This design comes from an exercise in tuning for a short achievable clock period and few clock cycles on the open sky130 flow, not from production work.
Only simulation tests tie the RTL to the original design; equivalence was not proved.
Power is estimated from default activity; no workload was simulated.

$ cat design.v
package rvPkg;
  localparam int xlen         = 32;
  localparam int regAddrWidth = 5;
  typedef logic [xlen-1:0]         word_t;      
  typedef logic [regAddrWidth-1:0] regAddr_t;
  typedef enum logic [3:0] {
    aluAdd  = 4'd0,
    aluSub  = 4'd1,
    aluSrl  = 4'd2,
    aluSll  = 4'd3,
    aluSlt  = 4'd4,
    aluSltu = 4'd5,
    aluMul  = 4'd6,
    aluNone = 4'd7    
  } aluOp_t;
  typedef enum logic [2:0] {
    brNone = 3'd0,
    brBeq  = 3'd1,
    brBne  = 3'd2,
    brBlt  = 3'd3,
    brBge  = 3'd4,
    brJal  = 3'd5,
    brJalr = 3'd6
  } branchKind_t;
  localparam logic [6:0] opImm    = 7'b0010011;
  localparam logic [6:0] opReg    = 7'b0110011;
  localparam logic [6:0] opLui    = 7'b0110111;
  localparam logic [6:0] opAuipc  = 7'b0010111;
  localparam logic [6:0] opBranch = 7'b1100011;
  localparam logic [6:0] opJal    = 7'b1101111;
  localparam logic [6:0] opJalr   = 7'b1100111;
  localparam logic [6:0] f7Base = 7'b0000000;
  localparam logic [6:0] f7Alt  = 7'b0100000;   
  localparam logic [6:0] f7Mul  = 7'b0000001;   
  localparam word_t nopInstr = 32'h0000_0013;   
  localparam word_t resetPc  = '0;
endpackage
module hiIncDec #(
  parameter int W = 20
) (
  input  logic [W-1:0] hi,
  output logic [W-1:0] hiP1,
  output logic [W-1:0] hiM1
);
  assign hiP1 = hi + 1'b1;
  assign hiM1 = hi - 1'b1;
endmodule
module pcRelAdd #(
  parameter int LO = 13
) (
  input  logic [31:0]    base,
  input  logic [31-LO:0] hiP1,     
  input  logic [31-LO:0] hiM1,     
  input  logic [31:0]    imm,
  output logic [31:0]    sum
);
  logic [LO:0] lo;
  prefixAdd #(.N (LO)) add0 (.a (base[LO-1:0]), .b (imm[LO-1:0]), .sum (lo));
  assign sum = {(lo[LO] == imm[31]) ? base[31:LO] : (lo[LO] ? hiP1 : hiM1), lo[LO-1:0]};
endmodule
module prefixAdd #(
  parameter int N = 12
) (
  input  logic [N-1:0] a,
  input  logic [N-1:0] b,
  output logic [N:0]   sum
);
  localparam int L = (N <= 2) ? 1 : (N <= 4) ? 2 : (N <= 8) ? 3 : (N <= 16) ? 4 : (N <= 32) ? 5 : 6;
  logic [N-1:0] g [L+1];
  logic [N-1:0] p [L+1];
  assign g[0] = a & b;
  assign p[0] = a ^ b;
  for (genvar l = 0; l < L; l++) begin : gLevel
    for (genvar i = 0; i < N; i++) begin : gBit
      if ((i >> l) & 1) begin : gMerge
        localparam int src = ((i >> l) << l) - 1;
        assign g[l+1][i] = g[l][i] | (p[l][i] & g[l][src]);
        assign p[l+1][i] = p[l][i] & p[l][src];
      end else begin : gPass
        assign g[l+1][i] = g[l][i];
        assign p[l+1][i] = p[l][i];
      end
    end
  end
  assign sum[0] = p[0][0];
  for (genvar i = 1; i < N; i++) begin : gSum
    assign sum[i] = p[0][i] ^ g[L][i-1];
  end
  assign sum[N] = g[L][N-1];
endmodule
module registerFile (
  input  logic            clock,
  input  logic            reset,
  input  rvPkg::regAddr_t readAddrA,
  input  rvPkg::regAddr_t readAddrB,
  output rvPkg::word_t    readDataA,
  output rvPkg::word_t    readDataB,
  input  logic            writeEnable,
  input  rvPkg::regAddr_t writeAddr,
  input  rvPkg::word_t    writeData
);
  rvPkg::word_t regs [1:31];
  always_ff @(posedge clock or posedge reset) begin
    if (reset) begin
      for (int i = 1; i < 32; i++) begin
        regs[i] <= '0;
      end
    end else if (writeEnable && writeAddr != '0) begin
      regs[writeAddr] <= writeData;
    end
  end
  rvPkg::word_t view [32];
  always_comb begin
    view[0] = '0;
    for (int i = 1; i < 32; i++) begin
      view[i] = regs[i];
    end
  end
  assign readDataA = view[readAddrA];
  assign readDataB = view[readAddrB];
endmodule
module mulStage1 (
  input  rvPkg::word_t a,
  input  rvPkg::word_t b,
  output logic [85:0] rows
);
  wire [31:0] pp0 = a & {32{b[0]}};
  wire [31:0] pp1 = {a[30:0] & {31{b[1]}}, 1'b0};
  wire [31:0] pp2 = {a[29:0] & {30{b[2]}}, 2'b0};
  wire [31:0] pp3 = {a[28:0] & {29{b[3]}}, 3'b0};
  wire [31:0] pp4 = {a[27:0] & {28{b[4]}}, 4'b0};
  wire [31:0] pp5 = {a[26:0] & {27{b[5]}}, 5'b0};
  wire [31:0] pp6 = {a[25:0] & {26{b[6]}}, 6'b0};
  wire [31:0] pp7 = {a[24:0] & {25{b[7]}}, 7'b0};
  wire [31:0] pp8 = {a[23:0] & {24{b[8]}}, 8'b0};
  wire [31:0] pp9 = {a[22:0] & {23{b[9]}}, 9'b0};
  wire [31:0] pp10 = {a[21:0] & {22{b[10]}}, 10'b0};
  wire [31:0] pp11 = {a[20:0] & {21{b[11]}}, 11'b0};
  wire [31:0] pp12 = {a[19:0] & {20{b[12]}}, 12'b0};
  wire [31:0] pp13 = {a[18:0] & {19{b[13]}}, 13'b0};
  wire [31:0] pp14 = {a[17:0] & {18{b[14]}}, 14'b0};
  wire [31:0] pp15 = {a[16:0] & {17{b[15]}}, 15'b0};
  wire [31:0] pp16 = {a[15:0] & {16{b[16]}}, 16'b0};
  wire [31:0] pp17 = {a[14:0] & {15{b[17]}}, 17'b0};
  wire [31:0] pp18 = {a[13:0] & {14{b[18]}}, 18'b0};
  wire [31:0] pp19 = {a[12:0] & {13{b[19]}}, 19'b0};
  wire [31:0] pp20 = {a[11:0] & {12{b[20]}}, 20'b0};
  wire [31:0] pp21 = {a[10:0] & {11{b[21]}}, 21'b0};
  wire [31:0] pp22 = {a[9:0] & {10{b[22]}}, 22'b0};
  wire [31:0] pp23 = {a[8:0] & {9{b[23]}}, 23'b0};
  wire [31:0] pp24 = {a[7:0] & {8{b[24]}}, 24'b0};
  wire [31:0] pp25 = {a[6:0] & {7{b[25]}}, 25'b0};
  wire [31:0] pp26 = {a[5:0] & {6{b[26]}}, 26'b0};
  wire [31:0] pp27 = {a[4:0] & {5{b[27]}}, 27'b0};
  wire [31:0] pp28 = {a[3:0] & {4{b[28]}}, 28'b0};
  wire [31:0] pp29 = {a[2:0] & {3{b[29]}}, 29'b0};
  wire [31:0] pp30 = {a[1:0] & {2{b[30]}}, 30'b0};
  wire [31:0] pp31 = {a[0:0] & {1{b[31]}}, 31'b0};
  wire [31:0] m1s0_0 = pp0 ^ pp1 ^ pp2;
  wire [31:0] m1c0_0m = (pp0 & pp1) | (pp0 & pp2) | (pp1 & pp2);
  wire [31:0] m1c0_0 = {m1c0_0m[30:0], 1'b0};
  wire [31:0] m1s0_1 = pp3 ^ pp4 ^ pp5;
  wire [31:0] m1c0_1m = (pp3 & pp4) | (pp3 & pp5) | (pp4 & pp5);
  wire [31:0] m1c0_1 = {m1c0_1m[30:0], 1'b0};
  wire [31:0] m1s0_2 = pp6 ^ pp7 ^ pp8;
  wire [31:0] m1c0_2m = (pp6 & pp7) | (pp6 & pp8) | (pp7 & pp8);
  wire [31:0] m1c0_2 = {m1c0_2m[30:0], 1'b0};
  wire [31:0] m1s0_3 = pp9 ^ pp10 ^ pp11;
  wire [31:0] m1c0_3m = (pp9 & pp10) | (pp9 & pp11) | (pp10 & pp11);
  wire [31:0] m1c0_3 = {m1c0_3m[30:0], 1'b0};
  wire [31:0] m1s0_4 = pp12 ^ pp13 ^ pp14;
  wire [31:0] m1c0_4m = (pp12 & pp13) | (pp12 & pp14) | (pp13 & pp14);
  wire [31:0] m1c0_4 = {m1c0_4m[30:0], 1'b0};
  wire [31:0] m1s0_5 = pp15 ^ pp16 ^ pp17;
  wire [31:0] m1c0_5m = (pp15 & pp16) | (pp15 & pp17) | (pp16 & pp17);
  wire [31:0] m1c0_5 = {m1c0_5m[30:0], 1'b0};
  wire [31:0] m1s0_6 = pp18 ^ pp19 ^ pp20;
  wire [31:0] m1c0_6m = (pp18 & pp19) | (pp18 & pp20) | (pp19 & pp20);
  wire [31:0] m1c0_6 = {m1c0_6m[30:0], 1'b0};
  wire [31:0] m1s0_7 = pp21 ^ pp22 ^ pp23;
  wire [31:0] m1c0_7m = (pp21 & pp22) | (pp21 & pp23) | (pp22 & pp23);
  wire [31:0] m1c0_7 = {m1c0_7m[30:0], 1'b0};
  wire [31:0] m1s0_8 = pp24 ^ pp25 ^ pp26;
  wire [31:0] m1c0_8m = (pp24 & pp25) | (pp24 & pp26) | (pp25 & pp26);
  wire [31:0] m1c0_8 = {m1c0_8m[30:0], 1'b0};
  wire [31:0] m1s0_9 = pp27 ^ pp28 ^ pp29;
  wire [31:0] m1c0_9m = (pp27 & pp28) | (pp27 & pp29) | (pp28 & pp29);
  wire [31:0] m1c0_9 = {m1c0_9m[30:0], 1'b0};
  wire [31:0] m1s1_0 = m1s0_0 ^ m1c0_0 ^ m1s0_1;
  wire [31:0] m1c1_0m = (m1s0_0 & m1c0_0) | (m1s0_0 & m1s0_1) | (m1c0_0 & m1s0_1);
  wire [31:0] m1c1_0 = {m1c1_0m[30:0], 1'b0};
  wire [31:0] m1s1_1 = m1c0_1 ^ m1s0_2 ^ m1c0_2;
  wire [31:0] m1c1_1m = (m1c0_1 & m1s0_2) | (m1c0_1 & m1c0_2) | (m1s0_2 & m1c0_2);
  wire [31:0] m1c1_1 = {m1c1_1m[30:0], 1'b0};
  wire [31:0] m1s1_2 = m1s0_3 ^ m1c0_3 ^ m1s0_4;
  wire [31:0] m1c1_2m = (m1s0_3 & m1c0_3) | (m1s0_3 & m1s0_4) | (m1c0_3 & m1s0_4);
  wire [31:0] m1c1_2 = {m1c1_2m[30:0], 1'b0};
  wire [31:0] m1s1_3 = m1c0_4 ^ m1s0_5 ^ m1c0_5;
  wire [31:0] m1c1_3m = (m1c0_4 & m1s0_5) | (m1c0_4 & m1c0_5) | (m1s0_5 & m1c0_5);
  wire [31:0] m1c1_3 = {m1c1_3m[30:0], 1'b0};
  wire [31:0] m1s1_4 = m1s0_6 ^ m1c0_6 ^ m1s0_7;
  wire [31:0] m1c1_4m = (m1s0_6 & m1c0_6) | (m1s0_6 & m1s0_7) | (m1c0_6 & m1s0_7);
  wire [31:0] m1c1_4 = {m1c1_4m[30:0], 1'b0};
  wire [31:0] m1s1_5 = m1c0_7 ^ m1s0_8 ^ m1c0_8;
  wire [31:0] m1c1_5m = (m1c0_7 & m1s0_8) | (m1c0_7 & m1c0_8) | (m1s0_8 & m1c0_8);
  wire [31:0] m1c1_5 = {m1c1_5m[30:0], 1'b0};
  wire [31:0] m1s1_6 = m1s0_9 ^ m1c0_9 ^ pp30;
  wire [31:0] m1c1_6m = (m1s0_9 & m1c0_9) | (m1s0_9 & pp30) | (m1c0_9 & pp30);
  wire [31:0] m1c1_6 = {m1c1_6m[30:0], 1'b0};
  wire [31:0] m1s2_0 = m1s1_0 ^ m1c1_0 ^ m1s1_1;
  wire [31:0] m1c2_0m = (m1s1_0 & m1c1_0) | (m1s1_0 & m1s1_1) | (m1c1_0 & m1s1_1);
  wire [31:0] m1c2_0 = {m1c2_0m[30:0], 1'b0};
  wire [31:0] m1s2_1 = m1c1_1 ^ m1s1_2 ^ m1c1_2;
  wire [31:0] m1c2_1m = (m1c1_1 & m1s1_2) | (m1c1_1 & m1c1_2) | (m1s1_2 & m1c1_2);
  wire [31:0] m1c2_1 = {m1c2_1m[30:0], 1'b0};
  wire [31:0] m1s2_2 = m1s1_3 ^ m1c1_3 ^ m1s1_4;
  wire [31:0] m1c2_2m = (m1s1_3 & m1c1_3) | (m1s1_3 & m1s1_4) | (m1c1_3 & m1s1_4);
  wire [31:0] m1c2_2 = {m1c2_2m[30:0], 1'b0};
  wire [31:0] m1s2_3 = m1c1_4 ^ m1s1_5 ^ m1c1_5;
  wire [31:0] m1c2_3m = (m1c1_4 & m1s1_5) | (m1c1_4 & m1c1_5) | (m1s1_5 & m1c1_5);
  wire [31:0] m1c2_3 = {m1c2_3m[30:0], 1'b0};
  wire [31:0] m1s2_4 = m1s1_6 ^ m1c1_6 ^ pp31;
  wire [31:0] m1c2_4m = (m1s1_6 & m1c1_6) | (m1s1_6 & pp31) | (m1c1_6 & pp31);
  wire [31:0] m1c2_4 = {m1c2_4m[30:0], 1'b0};
  wire [31:0] m1s3_0 = m1s2_0 ^ m1c2_0 ^ m1s2_1;
  wire [31:0] m1c3_0m = (m1s2_0 & m1c2_0) | (m1s2_0 & m1s2_1) | (m1c2_0 & m1s2_1);
  wire [31:0] m1c3_0 = {m1c3_0m[30:0], 1'b0};
  wire [31:0] m1s3_1 = m1c2_1 ^ m1s2_2 ^ m1c2_2;
  wire [31:0] m1c3_1m = (m1c2_1 & m1s2_2) | (m1c2_1 & m1c2_2) | (m1s2_2 & m1c2_2);
  wire [31:0] m1c3_1 = {m1c3_1m[30:0], 1'b0};
  wire [31:0] m1s3_2 = m1s2_3 ^ m1c2_3 ^ m1s2_4;
  wire [31:0] m1c3_2m = (m1s2_3 & m1c2_3) | (m1s2_3 & m1s2_4) | (m1c2_3 & m1s2_4);
  wire [31:0] m1c3_2 = {m1c3_2m[30:0], 1'b0};
  wire [31:0] m1s4_0 = m1s3_0 ^ m1c3_0 ^ m1s3_1;
  wire [31:0] m1c4_0m = (m1s3_0 & m1c3_0) | (m1s3_0 & m1s3_1) | (m1c3_0 & m1s3_1);
  wire [31:0] m1c4_0 = {m1c4_0m[30:0], 1'b0};
  wire [31:0] m1s4_1 = m1c3_1 ^ m1s3_2 ^ m1c3_2;
  wire [31:0] m1c4_1m = (m1c3_1 & m1s3_2) | (m1c3_1 & m1c3_2) | (m1s3_2 & m1c3_2);
  wire [31:0] m1c4_1 = {m1c4_1m[30:0], 1'b0};
  assign rows = {m1c2_4[31], m1c4_1[31], m1c4_1[30], m1c4_1[29], m1c4_1[28], m1c4_1[27], m1c4_1[26], m1c4_1[25], m1c4_1[24], m1c4_1[23], m1c4_1[22], m1s4_1[31], m1s4_1[30], m1s4_1[29], m1s4_1[28], m1s4_1[27], m1s4_1[26], m1s4_1[25], m1s4_1[24], m1s4_1[23], m1s4_1[22], m1s4_1[21], m1s4_1[20], m1s4_1[19], m1s4_1[18], m1s4_1[17], m1s4_1[16], m1s4_1[15], m1c4_0[31], m1c4_0[30], m1c4_0[29], m1c4_0[28], m1c4_0[27], m1c4_0[26], m1c4_0[25], m1c4_0[24], m1c4_0[23], m1c4_0[22], m1c4_0[21], m1c4_0[20], m1c4_0[19], m1c4_0[18], m1c4_0[17], m1c4_0[16], m1c4_0[15], m1c4_0[14], m1c4_0[13], m1c4_0[12], m1c4_0[11], m1c4_0[10], m1c4_0[9], m1c4_0[8], m1c4_0[7], m1c4_0[6], m1s4_0[31], m1s4_0[30], m1s4_0[29], m1s4_0[28], m1s4_0[27], m1s4_0[26], m1s4_0[25], m1s4_0[24], m1s4_0[23], m1s4_0[22], m1s4_0[21], m1s4_0[20], m1s4_0[19], m1s4_0[18], m1s4_0[17], m1s4_0[16], m1s4_0[15], m1s4_0[14], m1s4_0[13], m1s4_0[12], m1s4_0[11], m1s4_0[10], m1s4_0[9], m1s4_0[8], m1s4_0[7], m1s4_0[6], m1s4_0[5], m1s4_0[4], m1s4_0[3], m1s4_0[2], m1s4_0[1], m1s4_0[0]};
endmodule
module mulStage2 (
  input  logic [85:0] rows,
  output rvPkg::word_t product
);
  wire [31:0] r0 = {rows[31], rows[30], rows[29], rows[28], rows[27], rows[26], rows[25], rows[24], rows[23], rows[22], rows[21], rows[20], rows[19], rows[18], rows[17], rows[16], rows[15], rows[14], rows[13], rows[12], rows[11], rows[10], rows[9], rows[8], rows[7], rows[6], rows[5], rows[4], rows[3], rows[2], rows[1], rows[0]};
  wire [31:0] r1 = {rows[57], rows[56], rows[55], rows[54], rows[53], rows[52], rows[51], rows[50], rows[49], rows[48], rows[47], rows[46], rows[45], rows[44], rows[43], rows[42], rows[41], rows[40], rows[39], rows[38], rows[37], rows[36], rows[35], rows[34], rows[33], rows[32], 1'b0, 1'b0, 1'b0, 1'b0, 1'b0, 1'b0};
  wire [31:0] r2 = {rows[74], rows[73], rows[72], rows[71], rows[70], rows[69], rows[68], rows[67], rows[66], rows[65], rows[64], rows[63], rows[62], rows[61], rows[60], rows[59], rows[58], 1'b0, 1'b0, 1'b0, 1'b0, 1'b0, 1'b0, 1'b0, 1'b0, 1'b0, 1'b0, 1'b0, 1'b0, 1'b0, 1'b0, 1'b0};
  wire [31:0] r3 = {rows[84], rows[83], rows[82], rows[81], rows[80], rows[79], rows[78], rows[77], rows[76], rows[75], 1'b0, 1'b0, 1'b0, 1'b0, 1'b0, 1'b0, 1'b0, 1'b0, 1'b0, 1'b0, 1'b0, 1'b0, 1'b0, 1'b0, 1'b0, 1'b0, 1'b0, 1'b0, 1'b0, 1'b0, 1'b0, 1'b0};
  wire [31:0] r4 = {rows[85], 1'b0, 1'b0, 1'b0, 1'b0, 1'b0, 1'b0, 1'b0, 1'b0, 1'b0, 1'b0, 1'b0, 1'b0, 1'b0, 1'b0, 1'b0, 1'b0, 1'b0, 1'b0, 1'b0, 1'b0, 1'b0, 1'b0, 1'b0, 1'b0, 1'b0, 1'b0, 1'b0, 1'b0, 1'b0, 1'b0, 1'b0};
  wire [31:0] m2s0_0 = r0 ^ r1 ^ r2;
  wire [31:0] m2c0_0m = (r0 & r1) | (r0 & r2) | (r1 & r2);
  wire [31:0] m2c0_0 = {m2c0_0m[30:0], 1'b0};
  wire [31:0] m2s1_0 = m2s0_0 ^ m2c0_0 ^ r3;
  wire [31:0] m2c1_0m = (m2s0_0 & m2c0_0) | (m2s0_0 & r3) | (m2c0_0 & r3);
  wire [31:0] m2c1_0 = {m2c1_0m[30:0], 1'b0};
  wire [31:0] m2s2_0 = m2s1_0 ^ m2c1_0 ^ r4;
  wire [31:0] m2c2_0m = (m2s1_0 & m2c1_0) | (m2s1_0 & r4) | (m2c1_0 & r4);
  wire [31:0] m2c2_0 = {m2c2_0m[30:0], 1'b0};
  assign product = m2s2_0 + m2c2_0;
endmodule
module lateMux2 (
  input  logic         sel,
  input  rvPkg::word_t a,
  input  rvPkg::word_t b,
  output rvPkg::word_t y
);
  assign y = sel ? b : a;
endmodule
module onehotMux #(
  parameter int N = 8
) (
  input  logic [N-1:0]    sel,
  input  logic [N*32-1:0] d,
  output rvPkg::word_t    y
);
  always_comb begin
    y = '0;
    for (int k = 0; k < N; k++) y = y | ({32{sel[k]}} & d[k*32 +: 32]);
  end
endmodule
module rvPipeline (
  input  logic            clock,
  input  logic            reset,
  output rvPkg::word_t    fetchAddr,
  input  rvPkg::word_t    fetchInstr,
  output logic            wbEnable,
  output rvPkg::regAddr_t wbReg,
  output rvPkg::word_t    wbData
);
  localparam int mulBits = 86;    
  localparam int linkN   = 4;
  localparam int bpBits  = 6;      
  rvPkg::word_t    pcF;
  logic            xValid;
  logic            xMulDep;       
  rvPkg::word_t    xPc;
  rvPkg::word_t    xPc4;
  rvPkg::word_t    xImmT;         
  rvPkg::word_t    xImm;          
  rvPkg::regAddr_t xRd;
  logic            xWrites;
  logic            xIsMul;
  logic            xIsJalr;
  logic            xIsBr;
  logic            xPredTaken;
  logic            xPredJalr;     
  rvPkg::word_t    xPredBase;     
  logic            xBrEq, xBrNe, xBrLt, xBrGe;
  logic            xSelAdd, xSelSub, xSelSlt, xSelSltu, xSelSll, xSelSrl;
  logic            xSelAuipc, xSelLui, xSelLink;
  rvPkg::word_t    opA, opB;           
  logic            xDepA, xDepB;       
  logic            x2Writes;
  logic            x2IsMul;
  rvPkg::regAddr_t x2Rd;
  rvPkg::word_t    x2Res;
  logic [mulBits-1:0] x2Rows;
  rvPkg::word_t addRes, subRes, sllRes, srlRes, aluRes, xTarget;
  logic         sltRes, sltuRes, brEq, brLt, brTaken;
  logic         xExec, xStall, mispredict, redirect, jalrMiss;
  rvPkg::word_t redirectTarget;
  logic [mulBits-1:0] mulRowsX;
  assign addRes  = opA + opB;        
  assign subRes  = opA - opB;
  assign sllRes  = opA << opB[4:0];
  assign srlRes  = opA >> opB[4:0];
  assign sltRes  = $signed(opA) < $signed(opB);
  assign sltuRes = opA < opB;
  assign xTarget = xPc + xImmT;      
  assign aluRes = ({32{xSelAdd}}   & addRes)  |
                  ({32{xSelSub}}   & subRes)  |
                  ({32{xSelSll}}   & sllRes)  |
                  ({32{xSelSrl}}   & srlRes)  |
                  ({32{xSelAuipc}} & xTarget) |
                  ({32{xSelLui}}   & xImm)    |
                  ({32{xSelLink}}  & xPc4)    |
                  {31'b0, (xSelSlt & sltRes) | (xSelSltu & sltuRes)};
  mulStage1 mul1 (.a (opA), .b (opB), .rows (mulRowsX));
  assign brEq    = (opA == opB);
  assign brLt    = sltRes;
  assign brTaken = (xBrEq & brEq) | (xBrNe & !brEq) | (xBrLt & brLt) | (xBrGe & !brLt);
  assign xStall     = xValid && xMulDep;
  assign xExec      = xValid && !xMulDep;
  assign mispredict = xExec && xIsBr && (brTaken != xPredTaken);
  assign jalrMiss   = !xPredJalr || (opA != xPredBase);
  assign redirect   = mispredict || (xExec && xIsJalr && jalrMiss);
  assign redirectTarget = xIsJalr ? {addRes[31:1], 1'b0} : (xPredTaken ? xPc4 : xTarget);
  rvPkg::word_t mulProduct;
  rvPkg::word_t x2Final;
  mulStage2 mul2 (.rows (x2Rows), .product (mulProduct));
  assign x2Final = x2IsMul ? mulProduct : x2Res;
  logic [6:0]      fOp;
  logic [2:0]      fF3;
  logic [6:0]      fF7;
  rvPkg::regAddr_t fRd, fRs1, fRs2;
  logic            fOpImm, fOpReg, fLui, fAuipc, fBr, fJal, fJalr;
  logic            fF7Zero, fF7Alt, fF7Mul;
  logic            fBrLegal, fJalrLegal, fWritesRd, fLegal;
  logic            fSelAdd, fSelSub, fSelSlt, fSelSltu, fSelSll, fSelSrl, fIsMul;
  logic            fUsesRs1, fUsesRs2, fPredTaken, fBrTaken;
  rvPkg::word_t    fImmI, fImmB, fImmJ, fImmU, fTgtB, fTgtJ, fAuipcVal, fPc4;
  rvPkg::word_t    rfA, rfB;
  assign fOp  = fetchInstr[6:0];
  assign fF3  = fetchInstr[14:12];
  assign fF7  = fetchInstr[31:25];
  assign fRd  = fetchInstr[11:7];
  assign fRs1 = fetchInstr[19:15];
  assign fRs2 = fetchInstr[24:20];
  assign fOpImm = (fOp == rvPkg::opImm);
  assign fOpReg = (fOp == rvPkg::opReg);
  assign fLui   = (fOp == rvPkg::opLui);
  assign fAuipc = (fOp == rvPkg::opAuipc);
  assign fBr    = (fOp == rvPkg::opBranch);
  assign fJal   = (fOp == rvPkg::opJal);
  assign fJalr  = (fOp == rvPkg::opJalr);
  assign fF7Zero = (fF7 == rvPkg::f7Base);
  assign fF7Alt  = (fF7 == rvPkg::f7Alt);
  assign fF7Mul  = (fF7 == rvPkg::f7Mul);
  assign fSelAdd  = (fOpImm && fF3 == 3'b000) || (fOpReg && fF7Zero && fF3 == 3'b000);
  assign fSelSub  = fOpReg && fF7Alt && fF3 == 3'b000;
  assign fSelSlt  = (fOpImm && fF3 == 3'b010) || (fOpReg && fF7Zero && fF3 == 3'b010);
  assign fSelSltu = (fOpImm && fF3 == 3'b011) || (fOpReg && fF7Zero && fF3 == 3'b011);
  assign fSelSll  = fOpImm && fF3 == 3'b001 && fF7Zero;
  assign fSelSrl  = fOpImm && fF3 == 3'b101 && fF7Zero;
  assign fIsMul   = fOpReg && fF7Mul && fF3 == 3'b000;
  assign fBrLegal   = fBr && (fF3 == 3'b000 || fF3 == 3'b001 || fF3 == 3'b100 || fF3 == 3'b101);
  assign fJalrLegal = fJalr && fF3 == 3'b000;
  assign fLegal    = fSelAdd || fSelSub || fSelSlt || fSelSltu || fSelSll || fSelSrl || fIsMul ||
                     fLui || fAuipc || fJal || fJalrLegal;
  assign fWritesRd = fLegal && (fRd != '0);
  assign fUsesRs1  = fOpImm || fOpReg || fBr || fJalr;
  assign fUsesRs2  = fOpReg || fBr;
  assign fImmI = {{20{fetchInstr[31]}}, fetchInstr[31:20]};
  assign fImmB = {{20{fetchInstr[31]}}, fetchInstr[7], fetchInstr[30:25], fetchInstr[11:8], 1'b0};
  assign fImmJ = {{12{fetchInstr[31]}}, fetchInstr[19:12], fetchInstr[20], fetchInstr[30:21], 1'b0};
  assign fImmU = {fetchInstr[31:12], 12'b0};
  logic [18:0] pcHiBP1, pcHiBM1;
  logic [10:0] pcHiJP1, pcHiJM1;
  hiIncDec #(.W (19)) pcHiB0 (.hi (pcF[31:13]), .hiP1 (pcHiBP1), .hiM1 (pcHiBM1));
  hiIncDec #(.W (11)) pcHiJ0 (.hi (pcF[31:21]), .hiP1 (pcHiJP1), .hiM1 (pcHiJM1));
  pcRelAdd #(.LO (13)) tgtB0 (.base (pcF), .hiP1 (pcHiBP1), .hiM1 (pcHiBM1), .imm (fImmB), .sum (fTgtB));
  pcRelAdd #(.LO (21)) tgtJ0 (.base (pcF), .hiP1 (pcHiJP1), .hiM1 (pcHiJM1), .imm (fImmJ), .sum (fTgtJ));
  assign fAuipcVal  = {pcF[31:12] + fImmU[31:12], pcF[11:0]};
  assign fPc4       = pcF + 32'd4;
  assign fPredTaken = fJal || fBrTaken;
  registerFile regs0 (
    .clock, .reset,
    .readAddrA (fRs1), .readAddrB (fRs2),
    .readDataA (rfA), .readDataB (rfB),
    .writeEnable (x2Writes), .writeAddr (x2Rd), .writeData (x2Final)
  );
  logic nextX2Writes;
  logic hitAX, hitAX2, hitBX, hitBX2, mulDepNext;
  assign nextX2Writes = xExec && xWrites;
  assign hitAX  = nextX2Writes && (fRs1 == xRd);
  assign hitBX  = nextX2Writes && (fRs2 == xRd);
  assign hitAX2 = x2Writes && (fRs1 == x2Rd);
  assign hitBX2 = x2Writes && (fRs2 == x2Rd);
  assign mulDepNext = xIsMul && ((fUsesRs1 && hitAX) || (fUsesRs2 && hitBX));
  logic         fImmAsB;
  rvPkg::word_t opANext, opBNext;
  assign fImmAsB = fOpImm || fJalr;
  always_comb begin
    if (xStall) begin
      opANext = xDepA ? x2Final : opA;
      opBNext = xDepB ? x2Final : opB;
    end else begin
      opANext = hitAX ? aluRes : (hitAX2 ? x2Final : rfA);
      opBNext = fImmAsB ? fImmI : (hitBX ? aluRes : (hitBX2 ? x2Final : rfB));
    end
  end
  assign fetchAddr = pcF;
  logic            lkValid [linkN];
  rvPkg::regAddr_t lkTag   [linkN];
  rvPkg::word_t    lkVal   [linkN];
  logic [19:0]     lkHiP1  [linkN];
  logic [19:0]     lkHiM1  [linkN];
  rvPkg::word_t    lkSum   [linkN];
  logic [1:0]      lkNext;
  logic [linkN-1:0] lkHitA, lkHitD;
  rvPkg::word_t    lkBase;
  logic            fPredJalr, fPcValue;
  rvPkg::word_t    fPcValueData;
  for (genvar i = 0; i < linkN; i++) begin : gLink
    hiIncDec #(.W (20)) hi0 (.hi (lkVal[i][31:12]), .hiP1 (lkHiP1[i]), .hiM1 (lkHiM1[i]));
    pcRelAdd #(.LO (12)) add0 (.base (lkVal[i]), .hiP1 (lkHiP1[i]), .hiM1 (lkHiM1[i]),
                               .imm (fImmI), .sum (lkSum[i]));
  end
  always_comb begin
    lkBase   = '0;
    for (int i = 0; i < linkN; i++) begin
      lkHitA[i] = lkValid[i] && (lkTag[i] == fRs1);
      lkHitD[i] = lkValid[i] && (lkTag[i] == fRd);
      lkBase    = lkBase   | ({32{lkHitA[i]}} & lkVal[i]);
    end
  end
  assign fPredJalr    = fJalrLegal && (|lkHitA);
  assign fPcValue     = fAuipc || fJal || fJalrLegal;
  assign fPcValueData = fAuipc ? fAuipcVal : fPc4;
  always_ff @(posedge clock or posedge reset) begin
    if (reset) begin
      for (int i = 0; i < linkN; i++) lkValid[i] <= 1'b0;
      lkNext <= '0;
    end else if (!xStall && fWritesRd) begin
      if (fPcValue) begin
        if (|lkHitD) begin
          for (int i = 0; i < linkN; i++) if (lkHitD[i]) lkValid[i] <= 1'b1;
        end else begin
          lkValid[lkNext] <= 1'b1;
          lkNext <= lkNext + 2'd1;
        end
      end else begin
        for (int i = 0; i < linkN; i++) if (lkHitD[i]) lkValid[i] <= 1'b0;
      end
    end
  end
  always_ff @(posedge clock) begin
    if (!xStall && fWritesRd && fPcValue) begin
      if (|lkHitD) begin
        for (int i = 0; i < linkN; i++) if (lkHitD[i]) lkVal[i] <= fPcValueData;
      end else begin
        lkTag[lkNext] <= fRd;
        lkVal[lkNext] <= fPcValueData;
      end
    end
  end
  logic       bpValid [2**bpBits];
  logic [1:0] bpCtr   [2**bpBits];
  logic       bpUpd, bpUpdTaken;
  logic [bpBits-1:0] bpUpdIdx;
  always_ff @(posedge clock or posedge reset) begin
    if (reset) begin
      for (int i = 0; i < 2**bpBits; i++) bpValid[i] <= 1'b0;
      bpUpd <= 1'b0;
    end else begin
      bpUpd <= xExec && xIsBr;
      if (bpUpd) bpValid[bpUpdIdx] <= 1'b1;
    end
  end
  always_ff @(posedge clock) begin
    bpUpdIdx   <= xPc[bpBits+1:2];
    bpUpdTaken <= brTaken;
    if (bpUpd) begin
      if (!bpValid[bpUpdIdx]) bpCtr[bpUpdIdx] <= bpUpdTaken ? 2'd2 : 2'd1;
      else if (bpUpdTaken && bpCtr[bpUpdIdx] != 2'd3) bpCtr[bpUpdIdx] <= bpCtr[bpUpdIdx] + 2'd1;
      else if (!bpUpdTaken && bpCtr[bpUpdIdx] != 2'd0) bpCtr[bpUpdIdx] <= bpCtr[bpUpdIdx] - 2'd1;
    end
  end
  rvPkg::word_t fPredNext, pcNext;
  logic [7:0]   fPredSel;
  assign fBrTaken = fBrLegal && (bpValid[pcF[bpBits+1:2]] ? bpCtr[pcF[bpBits+1:2]][1] : fetchInstr[31]);
  assign fPredSel[0] = xStall;
  assign fPredSel[1] = !xStall && fJal;
  assign fPredSel[2] = !xStall && fBrTaken;
  for (genvar i = 0; i < linkN; i++) begin : gLinkSel
    assign fPredSel[3+i] = !xStall && fJalrLegal && lkHitA[i];
  end
  assign fPredSel[7] = !xStall && !fJal && !fBrTaken && !fPredJalr;
  onehotMux #(.N (8)) predMux0 (
    .sel (fPredSel),
    .d   ({fPc4, {lkSum[3][31:1], 1'b0}, {lkSum[2][31:1], 1'b0}, {lkSum[1][31:1], 1'b0},
           {lkSum[0][31:1], 1'b0}, fTgtB, fTgtJ, pcF}),
    .y   (fPredNext)
  );
  lateMux2 pcMux0 (.sel (redirect), .a (fPredNext), .b (redirectTarget), .y (pcNext));
  always_ff @(posedge clock or posedge reset) begin
    if (reset) begin
      pcF      <= rvPkg::resetPc;
      xValid   <= 1'b0;
    end else begin
      pcF      <= pcNext;
      xValid   <= !redirect;    
    end
  end
  always_ff @(posedge clock or posedge reset) begin
    if (reset) begin
      xMulDep  <= 1'b0;
      xWrites  <= 1'b0;
      xIsMul   <= 1'b0;
      xIsJalr  <= 1'b0;
      xIsBr    <= 1'b0;
      xPredTaken <= 1'b0;
      xPredJalr  <= 1'b0;
      xDepA    <= 1'b0;
      xDepB    <= 1'b0;
      x2Writes <= 1'b0;
      x2IsMul  <= 1'b0;
      x2Rd     <= '0;
      wbEnable <= 1'b0;
      wbReg    <= '0;
    end else begin
      x2Writes <= xExec && xWrites;
      x2IsMul  <= xIsMul;
      x2Rd     <= xRd;
      wbEnable <= x2Writes;
      wbReg    <= x2Rd;
      if (xStall) begin
        xMulDep <= 1'b0;
        xDepA   <= 1'b0;
        xDepB   <= 1'b0;
      end else begin
        xMulDep <= mulDepNext;
        xWrites <= fWritesRd;
        xIsMul  <= fIsMul;
        xIsJalr <= fJalrLegal;
        xIsBr   <= fBrLegal;
        xPredTaken <= fPredTaken;
        xPredJalr  <= fPredJalr;
        xDepA   <= hitAX;
        xDepB   <= hitBX && !fImmAsB;    
      end
    end
  end
  always_ff @(posedge clock) begin
    x2Res  <= aluRes;
    x2Rows <= mulRowsX;
    wbData <= x2Final;
    opA    <= opANext;
    opB    <= opBNext;
    if (!xStall) begin
      xPc     <= pcF;
      xPc4    <= fPc4;
      xImmT   <= fAuipc ? fImmU : fImmB;
      xImm    <= fImmU;
      xRd     <= fRd;
      xPredBase <= lkBase;
      xBrEq   <= fF3 == 3'b000;
      xBrNe   <= fF3 == 3'b001;
      xBrLt   <= fF3 == 3'b100;
      xBrGe   <= fF3 == 3'b101;
      xSelAdd   <= fSelAdd;
      xSelSub   <= fSelSub;
      xSelSlt   <= fSelSlt;
      xSelSltu  <= fSelSltu;
      xSelSll   <= fSelSll;
      xSelSrl   <= fSelSrl;
      xSelAuipc <= fAuipc;
      xSelLui   <= fLui;
      xSelLink  <= fJal || fJalrLegal;
    end
  end
endmodule
$ cat flow/run.sh
#!/bin/bash
# The standard layout (the standard.sh: standard synthesis, floorplan,
# placement, CTS, routing, finish) with ORFS's timing repair asked to reach
# more setup slack than the 12 ns constraint needs, so that the achieved
# period shrinks. The SDC, the period and the I/O constraints are unchanged.
set -o pipefail
export SETUP_SLACK_MARGIN=${FLOW_SETUP_MARGIN:-8}
export TNS_END_PERCENT=30
bash standard.sh > standard.log 2>&1
$ cat standard.sh
#!/bin/bash
# synth_recipe.tcl (not shown) runs the flow's synth.tcl, then flattens the netlist and writes it again
# the make line also repeats each setting of config.mk as NAME=value (left out here)
make -C /OpenROAD-flow-scripts/flow DESIGN_CONFIG=/design/flow/config.mk WORK_HOME=/design/flow/orfs CLKGATE_MAP_FILE= SYNTH_SCRIPT=/design/flow/synth_recipe.tcl "${@:-finish}"
$ cat config.mk
export PLATFORM = sky130hd
export DESIGN_NAME = rvPipeline
export DESIGN_NICKNAME = rvPipeline
export VERILOG_FILES = /design/flow/design.v
export SDC_FILE = /design/flow/constraint.sdc
export NUM_CORES = 4
export LEC_CHECK = 0
export CAP_MARGIN = 30
export CORE_MARGIN = 2
export CORE_UTILIZATION = 28
export PLACE_DENSITY = 0.45
export SLEW_MARGIN = 30
export SYNTH_HIERARCHICAL = 1
$ cat constraint.sdc
create_clock -name core_clock -period 12.0 [get_ports {clock}]
set_input_delay 2.4000 -clock core_clock [delete_from_list [all_inputs] [get_ports {clock}]]
set_output_delay 2.4000 -clock core_clock [all_outputs]
set_load 0.01 [all_outputs]
==> impl_metrics.ini, run 1 <==
[final_layout]
fillers = 43420
fin_cells = 18000
nNetsFinal = 12880
multiInputGateArea_um2 = 74760
regArea_um2 = 46280
syn2layout_area_growth_pct = 25.17
drive_above_1_share = 0.2932

[global_route]
grt_max_degree = 142
grt_pass1_vias = 104200
grt_pass1_wl_mm = 857.2
grt_usage = 0.2725
antenna_found_initial = 45
grt.overflow.total = 0

[floorplan]
design.core.area_um2 = 434800
dieArea_um2 = 442600
ioPinCount = 104
row_count = 242
fp.dieH_um = 665.3
start_util = 0.2816
die_x_um = 665.3

[synthesis]
synthCells = 11610
synth.avg_cell_area_um2 = 10.54
syn-cell-area_um2 = 122400
yosys_warnings = 27

[clock_tree]
clock_latency_ns = 1.02
cts_tree = yes
cts_root_buffer = clkbuf_16
clk_pin_slew_ns = 0.07
cts.sinks = 1777
htreeDepth = 4
cts.path.max_buffers = 4
cts_buffers = 214

[routing]
num_vias = 107300
met3_length_mm = 59.78
drc = 0
drtAntennaViolNets = 0
routedWlPerCell_um = 34.80
routedLengthMet1_mm = 247.5
firstDrtPassIters = 10
topRoutingLayerUsed = met5
detail_route.iter0.violations = 14150
viasPerCell = 5.961
wirelength_mm = 626.5
dr_wl_met2_mm = 271.7

[timing]
finalHoldViolCount = 0
slew_viol_final = 0
maxSlewHeadroom = 0.2336
fin_tns_setup_ns = 0
fmax_ghz = 0.2156
finalSetupViolations = 0
layout_min_cycle_time_ns = 4.639
rsz0062_at_grt = yes
worst_slew_pin_slew_ns = 1.138
finalCritPeriodShare = 0.3865
finClkSkew_ns = 0.1295

[setup_path]
required_ns = 12.87
endpoint_kind = flip-flop
rrSetupSlack_ns = 7.62
critPathMaxFanout = 5
cp.arrival_ns = 5.51
reg2reg_from = x2Rows[34]
critPathKind = in2reg
r2r_end = opB[31]
worstRegToRegCells = 17
critPathLaunchType = primary input

[power]
combPwrFrac = 0.300
switchingPower_mw = 6.635
power_mw = 19.43
ir_drop_v = 0.0001220
powerDensity_nw_per_um2 = 126.8
p_int_mw = 12.79
p_sw_frac = 0.3416
clkPwrFrac = 0.351
p_leak_nw = 65.53
pwr-share-seq = 0.349

[placement]
dp_cells = 16850
place_congestion = 0.9657
dp_hpwl_mm = 374.6
port_buffers = 103

[min_path]
min_to = x2IsMul
hold_class = reg2reg
min_from = xIsMul
whs_path_depth = 0

[run]
cap_violations = 0

[run_status]
status = finished clean
==> final cells by class <==
cell class / instances / area share
clock inverters: 113 / 0.008230
inverters: 604 / 0.01508
diodes: 23 / 0.0003756
repair buffers: 1163 / 0.1012
multi-input cells: 8309 / 0.4878
well taps: 5734 / 0.04681
repair inverters: 1 / 0.00004899
clock buffers: 278 / 0.03849
flip-flops and latches: 1777 / 0.3020
==> worst max path at each step <==
stage | start | endpoint | slack [ns]
final | fetchInstr[23] | pcF[21] | 7.36
after global routing | fetchInstr[20] | pcF[29] | 7.32
after CTS | fetchInstr[20] | pcF[30] | 7.36
after detailed placement | fetchInstr[24] | opB[6] | 4.91
after global placement | fetchInstr[24] | opB[6] | 4.94
after floorplan | reset | regs0.regs[10][0] | -4.07
==> critical path, stage by stage <==
cell	delay, ns
buf_12	0.10
buf_16	0.15
buf_4	0.18
ha_4	0.28
o211ai_1	0.11
o211a_1	0.32
o31ai_4	0.35
a21o_4	0.23
buf_12	0.14
clkbuf_16	0.16
mux2i_1	0.18
mux2i_1	0.10
a22oi_2	0.36
nand4_1	0.13
mux2_4	0.29
==> cells in the final DEF, fill, tap and decap left out, drive strengths merged, types with 435 or more instances in the layout <==
cell type and count:
dfrtp 1118, mux2 1085, buf 1040, a22oi 749, nand2 710, nand3 639, inv 598, edfxtp 502
mux2i 478, fa 443, nor2 435
==> per-layer routing <==
metal,vias up,global-route usage
li1,43590,-
met1,55280,0.3491
met2,6496,0.4176
met3,1922,0.06227
met4,30,0.1642
met5,-,0.002170
==> through the flow <==
step	area, um2	hold slack [ns]	setup WS [ns]	utilization
floorplan	122500	0.3546	-4.066	-
global placement	129300	0.3967	4.942	0.2974
detailed placement	129500	0.3978	4.906	0.2978
CTS	150600	0.4103	7.360	0.3464
global route	153200	0.4262	7.315	0.3523
finish	153300	0.4155	7.361	0.3525
==> power groups by stage <==
stage               clock (mW)  sequential [mW]  combinational, mW
floorplan                    0             6.88               2.87
finish                    6.83             6.77               5.83
global placement             0             6.91               4.44
global route              7.13             6.78               6.08
CTS                       6.92             6.77               5.56
detailed placement           0             6.91               4.43
==> state kept, by name, indices dropped and copies added, names as in the netlist, 64 cells and up <==
register,cells
regs0.regs,992
bpValid,64
lkVal,128
x2Rows,86
bpCtr,128
==> timing repair <==
item | in CTS | in global routing
cloned | 139 | 17
hold buffers | 0 | 0
pin swaps | 381 | 189
endpoints found under the hold margin | 0 | 0
endpoints found under the setup margin | 1580 | 1265
buffers inserted | 475 | 101
resized for setup | 1589 | 316
Testbench counts, summed over its fixed seeds: cycles 118,573.
==> run 2, diff against run 1 <==
==> flow/run.sh (replaced) <==
#!/bin/bash
set -o pipefail
export SETUP_SLACK_MARGIN=${FLOW_SETUP_MARGIN:-8}
export TNS_END_PERCENT=30
bash standard.sh MATCH_CELL_FOOTPRINT=0 "BUFFER_PORTS_ARGS=-buffer_cell sky130_fd_sc_hd__buf_4" finish > standard.log 2>&1
--- a/config.mk
+++ b/config.mk
@@ -10,3 +10,3 @@
 export CORE_UTILIZATION = 28
-export PLACE_DENSITY = 0.45
+export PLACE_DENSITY = 0.6
 export SLEW_MARGIN = 30
==> run 2 against run 1 <==
Still clean on timing, DRC and antenna. Synthesized cell count unchanged. Critical path depth fell by 6. Sequential power up 0.7%. Utilization decreased by 0.68 points. Wire length shrank 4.4%. Sequential share of layout area increased by 0.56 points. Hold slack better by 0.0037 ns. Non-clock buffer count decreased by 117. Cell count down 0.77%. Die area unchanged. Final area down 1.9%. Fmax increased by 1.4%. Critical path type unchanged.
==> impl_metrics.ini, run 2 <==
[power]
power_mw = 18.55
p_leak_nw = 64.01
ir_drop_v = 0.0001164
powerDensity_nw_per_um2 = 123.4

[timing]
worst_slew_pin_slew_ns = 1.175
rsz0062_at_grt = yes
layout_min_cycle_time_ns = 4.573
slew_viol_final = 0
fmax_ghz = 0.2187
maxSlewHeadroom = 0.2165
finalCritPeriodShare = 0.3811
finalHoldViolCount = 0
hold-worst-slack_ns = 0.4193
finClkSkew_ns = 0.1428
finalSetupViolations = 0

[clock_tree]
cts_tree = yes
clk_pin_slew_ns = 0.07
cts_root_buffer = clkbuf_16
cts_hold_buf = 0
cts.path.max_buffers = 4
cts_buffers = 196
htreeDepth = 4
clock_latency_ns = 0.97
cts.sinks = 1777

[final_layout]
final_util = 0.3456
largest_reg_flops = 992
fillers = 43140
syn2layout_area_growth_pct = 22.74
final_cell_area_um2 = 150300
top_register = regs0.regs
multiInputGateArea_um2 = 74470
fin_cells = 17860
drive_above_1_share = 0.2833
mostFrequentLayoutCells = 1109 x dfrtp_1, 1004 x mux2_2, 682 x nand2_1
regArea_um2 = 46220
top_regs = regs0.regs (992), bpCtr (128), lkVal (128)
layout_commonest_cell = dfrtp_1
nNetsFinal = 12730

[floorplan]
ioPinCount = 104
dieArea_um2 = 442600
start_util = 0.2816
fp.dieH_um = 665.3
die_x_um = 665.3
row_count = 242
design.core.area_um2 = 434800

[routing]
drtAntennaViolNets = 0
drc = 0
wirelength_mm = 599.0
viasPerCell = 6.173
num_vias = 110300
routedWlPerCell_um = 33.53
firstDrtPassIters = 10
detail_route.iter0.violations = 17380

[synthesis]
syn-cell-area_um2 = 122400
yosys_warnings = 27
synth.avg_cell_area_um2 = 10.54
synthCells = 11610

[global_route]
grt.overflow.total = 0
grt_max_degree = 163
antenna_found_initial = 65
grt_pass1_vias = 105200
grt_pass1_wl_mm = 826.8
grt_usage = 0.2603

[setup_path]
critPathLaunchType = primary input
endpoint_kind = flip-flop
slowest_delay_ns = 0.59
cp.arrival_ns = 5.16
critPathMaxFanout = 25
crit_buf_inv = 4
path_cells = buf_16 > buf_4 > clkbuf_16 > xor2_1 > nor4_1 > and3_1 > buf_4 > nand2_1 > o31a_1
required_ns = 12.59
critPathTopFamily = simple AND/OR/NAND/NOR gates
crit_slowest_cell = nand2_1
crit_top_cell = buf_4
critPathKind = in2reg

[run_status]
status = finished clean

[placement]
dpl_cell_area_um2 = 129000
place_congestion = 0.9745
dp_cells = 16820
port_buffers = 103
dp_hpwl_mm = 352.8

[run]
cap_violations = 0

[min_path]
hold_class = reg2reg
run 2: changes by cell type in the layout (fill, tap and decap cells not counted), moves of 13 or more:
cell,delta
clkbuf_16,+72
bufbuf_16,-52
buf_16,-49
buf_12,-42
diode_2,+33
clkdlybuf4s50_1,-25
clkinv_2,-25
a21oi_1,+17
a21oi_2,-17
mux2i_1,-17
buf_6,-14
dfxtp_1,+14
mux2i_2,+14
nand3_2,+13
run 2: what timing repair did:
item,4_1_cts,5_1_grt
cloned,135,12
buffers inserted,395,90
pin swaps,451,143
gates resized for setup,1373,218
endpoints found under the setup margin,1163,1181
run 2: area by class of cell:
type	instances	share of cell area
Clock buffer	255	0.03634
Timing Repair inverter	1	0.00004996
Antenna cell	56	0.0009325
Multi-Input combinational cell	8297	0.4955
Inverter	604	0.01563
Tap cell	5734	0.04774
Clock inverter	94	0.008076
Sequential cell	1777	0.3076
Timing Repair Buffer	1046	0.08815
run 2: routing by layer:
metal  part of all wire  routed length (um)  GRT usage
met1               0.36              214000     0.3080
met2               0.41              247900     0.3791
met3               0.13               77260    0.09912
met4              0.099               59030     0.1984
met5             0.0013                 804    0.01422
run 2: through the flow:
step	TNS (ns)	worst slack, ns
floorplan	-4033.81	-4.066
global placement	0	5.134
detailed placement	0	5.085
CTS	0	7.536
global route	0	7.441
finish	0	7.427
run 2: final timing paths:
path | start | end | slack (ns) | cells after the start
setup reg to reg | x2Rows[22] | opB[31] | 7.53 | 15
hold / removal | xIsMul | x2IsMul | 0.42 | 0
setup / recovery | fetchInstr[23] | opB[27] | 7.43 | 9
min in group asynchronous | reset | regs0.regs[28][5] | 1.66 | 2
max in group asynchronous | reset | regs0.regs[27][16] | 8.19 | 5
hold reg to reg | xIsMul | x2IsMul | 0.42 | 0
run 2: power by group:
| group | leakage [nW] | switching [mW] | internal, mW | total [mW] |
|---|---|---|---|---|
| Clock | 3.25 | 2.77 | 3.74 | 6.51 |
| Combinational | 38.8 | 3.20 | 2.02 | 5.22 |
| Sequential | 22.0 | 0.268 | 6.55 | 6.82 |
run 2: worst reg2reg max path, delay by kind of cell (launching register included):
family	cells	cell delay [ns]
simple gates	1	0.07
flops	1	0.33
fa+ha+maj	4	1.67
mux	2	0.54
xor+xnor	1	0.18
compound gates	7	1.29
==> run 3, diff against run 2 <==
--- a/design.v
+++ b/design.v
@@ -410,6 +410,6 @@
     .readDataA (rfA), .readDataB (rfB),
-    .writeEnable (x2Writes), .writeAddr (x2Rd), .writeData (x2Final)
+    .writeEnable (wbEnable), .writeAddr (wbReg), .writeData (wbData)
   );
   logic nextX2Writes;
-  logic hitAX, hitAX2, hitBX, hitBX2, mulDepNext;
+  logic hitAX, hitAX2, hitAW, hitBX, hitBX2, hitBW, mulDepNext;
   assign nextX2Writes = xExec && xWrites;
@@ -419,2 +419,4 @@
   assign hitBX2 = x2Writes && (fRs2 == x2Rd);
+  assign hitAW  = wbEnable && (fRs1 == wbReg);
+  assign hitBW  = wbEnable && (fRs2 == wbReg);
   assign mulDepNext = xIsMul && ((fUsesRs1 && hitAX) || (fUsesRs2 && hitBX));
@@ -423,12 +425,24 @@
   assign fImmAsB = fOpImm || fJalr;
-  always_comb begin
-    if (xStall) begin
-      opANext = xDepA ? x2Final : opA;
-      opBNext = xDepB ? x2Final : opB;
-    end else begin
-      opANext = hitAX ? aluRes : (hitAX2 ? x2Final : rfA);
-      opBNext = fImmAsB ? fImmI : (hitBX ? aluRes : (hitBX2 ? x2Final : rfB));
-    end
-  end
-  assign fetchAddr = pcF;
+  logic [6:0] selA;
+  logic [7:0] selB;
+  assign selA[0] = xStall && !xDepA;                               
+  assign selA[1] = xStall && xDepA;                                
+  assign selA[2] = !xStall && hitAX;                               
+  assign selA[3] = !xStall && !hitAX && hitAX2 && x2IsMul;         
+  assign selA[4] = !xStall && !hitAX && hitAX2 && !x2IsMul;        
+  assign selA[5] = !xStall && !hitAX && !hitAX2 && hitAW;          
+  assign selA[6] = !xStall && !hitAX && !hitAX2 && !hitAW;         
+  assign selB[0] = xStall && !xDepB;
+  assign selB[1] = xStall && xDepB;
+  assign selB[2] = !xStall && !fImmAsB && hitBX;
+  assign selB[3] = !xStall && !fImmAsB && !hitBX && hitBX2 && x2IsMul;
+  assign selB[4] = !xStall && !fImmAsB && !hitBX && hitBX2 && !x2IsMul;
+  assign selB[5] = !xStall && !fImmAsB && !hitBX && !hitBX2 && hitBW;
+  assign selB[6] = !xStall && !fImmAsB && !hitBX && !hitBX2 && !hitBW;
+  assign selB[7] = !xStall && fImmAsB;                             
+  onehotMux #(.N (7)) opAMux0 (
+    .sel (selA), .d ({rfA, wbData, x2Res, mulProduct, aluRes, mulProduct, opA}), .y (opANext));
+  onehotMux #(.N (8)) opBMux0 (
+    .sel (selB), .d ({fImmI, rfB, wbData, x2Res, mulProduct, aluRes, mulProduct, opB}), .y (opBNext));
+  assign fetchAddr = pcOut;
   logic            lkValid [linkN];
@@ -526,2 +540,8 @@
   lateMux2 pcMux0 (.sel (redirect), .a (fPredNext), .b (redirectTarget), .y (pcNext));
+  rvPkg::word_t pcOut, pcOutNext;
+  lateMux2 pcMux1 (.sel (redirect), .a (fPredNext), .b (redirectTarget), .y (pcOutNext));
+  always_ff @(posedge clock or posedge reset) begin
+    if (reset) pcOut <= rvPkg::resetPc;
+    else       pcOut <= pcOutNext;
+  end
   always_ff @(posedge clock or posedge reset) begin
--- a/config.mk
+++ b/config.mk
@@ -10,3 +10,3 @@
 export CORE_UTILIZATION = 28
-export PLACE_DENSITY = 0.6
+export PLACE_DENSITY = 0.45
 export SLEW_MARGIN = 30
==> run 3 against run 2 <==
Still clean on timing, DRC and antenna. Fmax is 0.67% lower. Wire length is 11% higher. Register-to-register slack better by 0.23 ns. Hold slack worse by 0.0025 ns. Via count is 0.68% higher. First-iteration DRC count is 4.4% lower. Global-route usage is 2.1 points higher. Clock-buffer cell count is 55 higher. Cell count is 2.1% higher. Final area is 3.6% higher. Synthesized cell count is 0.24% higher. Largest power group is now clock.
==> impl_metrics.ini, run 3 <==
[final_layout]
syn2layout_area_growth_pct = 26.66
fillers = 43420
largest_reg_flops = 992
top_regs = regs0.regs (992), bpCtr (128), lkVal (128)
layout_commonest_cell = dfrtp_1
final_cell_area_um2 = 155600
mostFrequentLayoutCells = 1139 x dfrtp_1, 1040 x mux2_2, 791 x a22oi_1
nNetsFinal = 13070
drive_above_1_share = 0.3060
top_register = regs0.regs

[synthesis]
syn-cell-area_um2 = 122900
synthCells = 11640
yosys_warnings = 28
synth.avg_cell_area_um2 = 10.55

[routing]
drc = 0
drtAntennaViolNets = 0
routedWlPerCell_um = 36.61
firstDrtPassIters = 11
num_vias = 111000
wirelength_mm = 667.9
detail_route.iter0.violations = 16620
viasPerCell = 6.085

[placement]
dp_hpwl_mm = 390.6
port_buffers = 103
pre_cts_slack_ns = 5.036
place_congestion = 0.9481
dpl_cell_area_um2 = 130000

[clock_tree]
cts_tree = yes
htreeDepth = 4
cts.path.max_buffers = 4
cts_hold_buf = 0
cts_buffers = 216
cts_root_buffer = clkbuf_16
clock_latency_ns = 1.04
cts.sinks = 1809
clk_pin_slew_ns = 0.06

[timing]
finalCritPeriodShare = 0.3837
rsz0062_at_grt = yes
fmax_ghz = 0.2172
slew_viol_final = 0
finClkSkew_ns = 0.1691
finalSetupViolations = 0
maxSlewHeadroom = 0.2506
finalHoldViolCount = 0
worst_slew_pin_slew_ns = 1.124
fin_ws_ns = 7.396
layout_min_cycle_time_ns = 4.604

[min_path]
hold_class = reg2reg
min_from = xIsMul
min_to = x2IsMul
whs_path_depth = 0

[setup_path]
cp-startpoint = fetchInstr[21]
rrSetupSlack_ns = 7.76
critPathMaxFanout = 8
required_ns = 12.76
r2r_end = pcOut[26]
cp.arrival_ns = 5.37
critPathKind = in2reg
crit_slowest_cell = fa_2
reg2reg_from = opA[4]
worstRegToRegCells = 11
critPathLaunchType = primary input
slowest_delay_ns = 0.38
path_cells = buf_16 > buf_12 > buf_16 > fa_2 > a211oi_4 > o211a_4 > o31ai_4 > a21o_4 > buf_12 > mux2i_1 > mux2i_1 > a22oi_1 > nand4_1 > mux2_4
endpoint_kind = flip-flop

[floorplan]
design.core.area_um2 = 437500
start_util = 0.2808
fp.dieH_um = 666.4
dieArea_um2 = 444100
die_x_um = 666.4
ioPinCount = 104
row_count = 243

[power]
powerDensity_nw_per_um2 = 125.1
p_leak_nw = 66.42
ir_drop_v = 0.0001249

[global_route]
grt_max_degree = 162
grt.overflow.total = 0
grt_usage = 0.2816
grt_pass1_wl_mm = 879.8
grt_pass1_vias = 104200
antenna_found_initial = 54

[run]
cap_violations = 0

[run_status]
status = finished clean
## run 3: timing repair
action	4_1_cts	5_1_grt
buffers inserted	423	274
endpoints found under the hold margin	0	0
endpoints found under the setup margin	898	1054
resized for setup	1352	511
cloned	110	65
pin swaps	413	229
## run 3: per-stage QoR
step	TNS, ns	power, mW	utilization	hold WS, ns	instances
global placement	0	11.51	0.2965	0.3994	16920
global route	0	20.00	0.3555	0.4388	18220
finish	0	19.47	0.3557	0.4168	18250
floorplan	-4033.81	9.850	-	0.3546	11650
detailed placement	0	11.50	0.2972	0.4102	16930
CTS	0	19.26	0.3417	0.4200	17860
## run 3: cell type report
cell class / count / area (um2) / share of cell area
Timing Repair Buffer: 1346 / 17550 / 0.1128
Antenna cell: 43 / 107.6 / 0.0006915
Clock buffer: 310 / 6370 / 0.04093
Clock inverter: 90 / 1074 / 0.006899
Inverter: 555 / 2141 / 0.01376
Sequential cell: 1809 / 46590 / 0.2994
Tap cell: 5757 / 7203 / 0.04629
Multi-Input combinational cell: 8336 / 74580 / 0.4793
## run 3: worst max-delay path by stage
stage	slack (ns)	endpoint
final	7.40	pcOut[25]
after global routing	7.39	pcF[21]
after CTS	7.48	pcOut[25]
after detailed placement	5.04	opB[1]
after global placement	5.09	opB[1]
after floorplan	-4.07	regs0.regs[10][0]
## run 3: critical path, delay by kind of cell
family                   cells  cell delay, ns
AO/OA/AOI/OAI                5            1.14
buffers and inverters        4            0.63
multiplexers                 3            0.55
adder cells (fa/ha/maj)      1            0.38
AND/OR/NAND/NOR              1            0.23
## run 3: report_power, final
| part | switching [mW] | total [mW] | internal [mW] |
|---|---|---|---|
| Sequential | 0.373 | 7.02 | 6.65 |
| Combinational | 3.22 | 5.29 | 2.06 |
| Clock | 3.01 | 7.16 | 4.15 |
| Total | 6.61 | 19.5 | 12.9 |
## run 3: layer usage
metal  vias up  global-route usage  share of wire
met2      7625              0.4114           0.41
met4        20              0.1660          0.079
met5         -            0.007813        0.00077
met3      2279             0.08931           0.12
met1     56940              0.3623           0.39
li1      44160                   -              -
Testbench counts of run 3, summed over its fixed seeds: cycles 118,573.
==> run 4, diff against run 3 <==
--- a/config.mk
+++ b/config.mk
@@ -10,3 +10,3 @@
 export CORE_UTILIZATION = 28
-export PLACE_DENSITY = 0.45
+export PLACE_DENSITY = 0.6
 export SLEW_MARGIN = 30
==> run 4 against run 3 <==
Hold slack worse by 0.018 ns. Largest cell class unchanged. Cell count down 1.7%. Setup slack better by 0.045 ns. Power down 1.7%. Highest routed layer unchanged. Still clean. First-iteration DRC count up 17%. Via count up 1.0%. Utilization down 1.0 points. Register-to-register slack worse by 0.15 ns. Clock skew down 0.020 ns. Combinational power down 4.5%. Clock power down 2%. Global-route usage down 1.7 points.
==> impl_metrics.ini, run 4 <==
[final_layout]
fillers = 43130
mostFrequentLayoutCells = 1142 x dfrtp_1, 1039 x mux2_2, 791 x a22oi_1
regArea_um2 = 46450
top_register = regs0.regs
syn2layout_area_growth_pct = 22.92
nNetsFinal = 12760
multiInputGateArea_um2 = 74180
top_regs = regs0.regs (992), bpCtr (128), lkVal (128)
layout_commonest_cell = dfrtp_1
drive_above_1_share = 0.2793
largest_reg_flops = 992

[timing]
finalHoldViolCount = 0
finalSetupViolations = 0
maxSlewHeadroom = 0.2099
finalCritPeriodShare = 0.3799
fin_ws_ns = 7.441
fmax_ghz = 0.2194
rsz0062_at_grt = yes
layout_min_cycle_time_ns = 4.559
fin_tns_setup_ns = 0
hold-worst-slack_ns = 0.3991
slew_viol_final = 0
finClkSkew_ns = 0.1488
worst_slew_pin_slew_ns = 1.185

[synthesis]
synthCells = 11640
synth.avg_cell_area_um2 = 10.55
syn-cell-area_um2 = 122900
yosys_warnings = 28

[run]
cap_violations = 0

[placement]
place_congestion = 0.9933
pre_cts_slack_ns = 5.300
dp_hpwl_mm = 352.8
port_buffers = 103

[global_route]
grt_usage = 0.2641
grt.overflow.total = 0
grt_max_degree = 171
grt_pass1_wl_mm = 837.3
grt_pass1_vias = 105700
antenna_found_initial = 52

[routing]
drtAntennaViolNets = 0
routedWlPerCell_um = 34.28
num_vias = 112100
wirelength_mm = 615.1
detail_route.iter0.violations = 19490
firstDrtPassIters = 13
viasPerCell = 6.251
drc = 0

[clock_tree]
cts_hold_buf = 0
cts_root_buffer = clkbuf_16
clk_pin_slew_ns = 0.06
cts_buffers = 206
cts.path.max_buffers = 4
cts.sinks = 1809
cts_tree = yes
htreeDepth = 4
clock_latency_ns = 1.03

[floorplan]
ioPinCount = 104
fp.dieH_um = 666.4
design.core.area_um2 = 437500
start_util = 0.2808
row_count = 243
dieArea_um2 = 444100
die_x_um = 666.4

[setup_path]
crit_slowest_cell = or4_4
critPathLaunchType = primary input
slowest_delay_ns = 0.56
path_cells = buf_16 > buf_16 > buf_4 > clkbuf_16 > and2_4 > buf_12 > buf_4 > and2_4 > buf_12 > a22oi_2 > nand4_1 > or4_4 > a22oi_2 > nand4_1
crit_buf_inv = 7
critPathTopFamily = simple AND/OR/NAND/NOR gates
cp.arrival_ns = 5.37
critPathKind = in2reg
critPathMaxFanout = 13
required_ns = 12.81
endpoint_kind = flip-flop

[power]
powerDensity_nw_per_um2 = 126.7
ir_drop_v = 0.0001506
p_leak_nw = 64.24

[min_path]
hold_class = reg2reg

[run_status]
status = finished clean
[run 4: final timing paths]
check,slack [ns],end,depth (start not counted),start
min in group asynchronous,1.52,xDepA,2,reset
worst max register to register,7.61,pcOut[27],14,xPc[1]
max in group asynchronous,8.30,regs0.regs[14][20],5,reset
worst max-delay path,7.44,opB[27],14,fetchInstr[23]
worst min register to register,0.40,x2IsMul,0,xIsMul
worst min-delay path,0.40,x2IsMul,0,xIsMul
[run 4: what timing repair did]
| item | CTS | global route |
|---|---|---|
| cloned | 119 | 27 |
| gates resized for setup | 1254 | 221 |
| pin swaps | 441 | 136 |
| buffers inserted | 346 | 124 |
| endpoints found under the setup margin | 798 | 659 |
[run 4: routing by layer]
layer | part of all wire | wire, um | GRT usage | vias up
met1 | 0.36 | 219000 | 0.3171 | 55740
met4 | 0.10 | 61280 | 0.1933 | 39
met5 | 0.0017 | 1044 | 0.01226 | -
met2 | 0.40 | 245000 | 0.3740 | 9624
met3 | 0.14 | 88700 | 0.1121 | 3189
li1 | - | - | - | 43550
[run 4: metrics by stage]
stage	instance area [um2]	total power, mW	util	cells
after floorplan	122900	9.850	-	11650
after global placement	129400	11.24	0.2956	16880
after detailed placement	129500	11.28	0.2961	16880
after CTS	148000	18.76	0.3382	17730
after global routing	150900	19.59	0.3449	17890
final	151000	19.14	0.3452	17940
[run 4: layout make-up]
type | count | area share
Multi-Input combinational cell | 8343 | 0.4912
Sequential cell | 1809 | 0.3076
Timing Repair Buffer | 1037 | 0.09005
Tap cell | 5757 | 0.04770
Clock buffer | 302 | 0.04024
Inverter | 555 | 0.01409
Clock inverter | 80 | 0.008235
Antenna cell | 58 | 0.0009610
[run 4: where the power goes]
part,total [mW],leakage (nW),switching [mW],internal (mW)
sequential,7.08,22.1,0.429,6.65
combinational,5.05,38.6,3.04,2.01
clock,7.01,3.57,2.90,4.10
total,19.1,64.2,6.38,12.8

==> re-timing with driven ports <==
No port has a modelled driver above. Below, the same layouts with a new extraction and two added sets of constraints.
Step 1, drivers: a clkbuf_16 drives clock and a buf_2 each remaining input, both assumed.
Step 2 times the ports against the registers' clock, not the clock port: input delays grow and output delays shrink by t, the midpoint of the rising clock arrivals with the driver on.
Three values: ideal, step 1, step 2; two values: the first two.
| run | shift t [ns] | slack for setup (ns) | worst setup path at the end | worst register clock-pin slew, ns | pins driven straight from the clock port |
|---|---|---|---|---|---|
| run 1 | 1.075 | 7.361 / 7.302 / 6.227 | input to register | 0.08 / 0.08 | 1 |
| run 2 | 0.993 | 7.427 / 7.243 / 6.250 | input to register | 0.10 / 0.10 | 1 |
| run 3 | 1.087 | 7.396 / 7.162 / 6.075 | input to register | 0.08 / 0.08 | 1 |
| run 4 | 1.077 | 7.441 / 7.495 / 6.418 | input to register | 0.07 / 0.07 | 1 |
After both steps setup and hold are still met in every run listed. The setup slack of run 3, which loses most, moves by -0.234 ns with the drivers and by -1.321 ns with both steps.
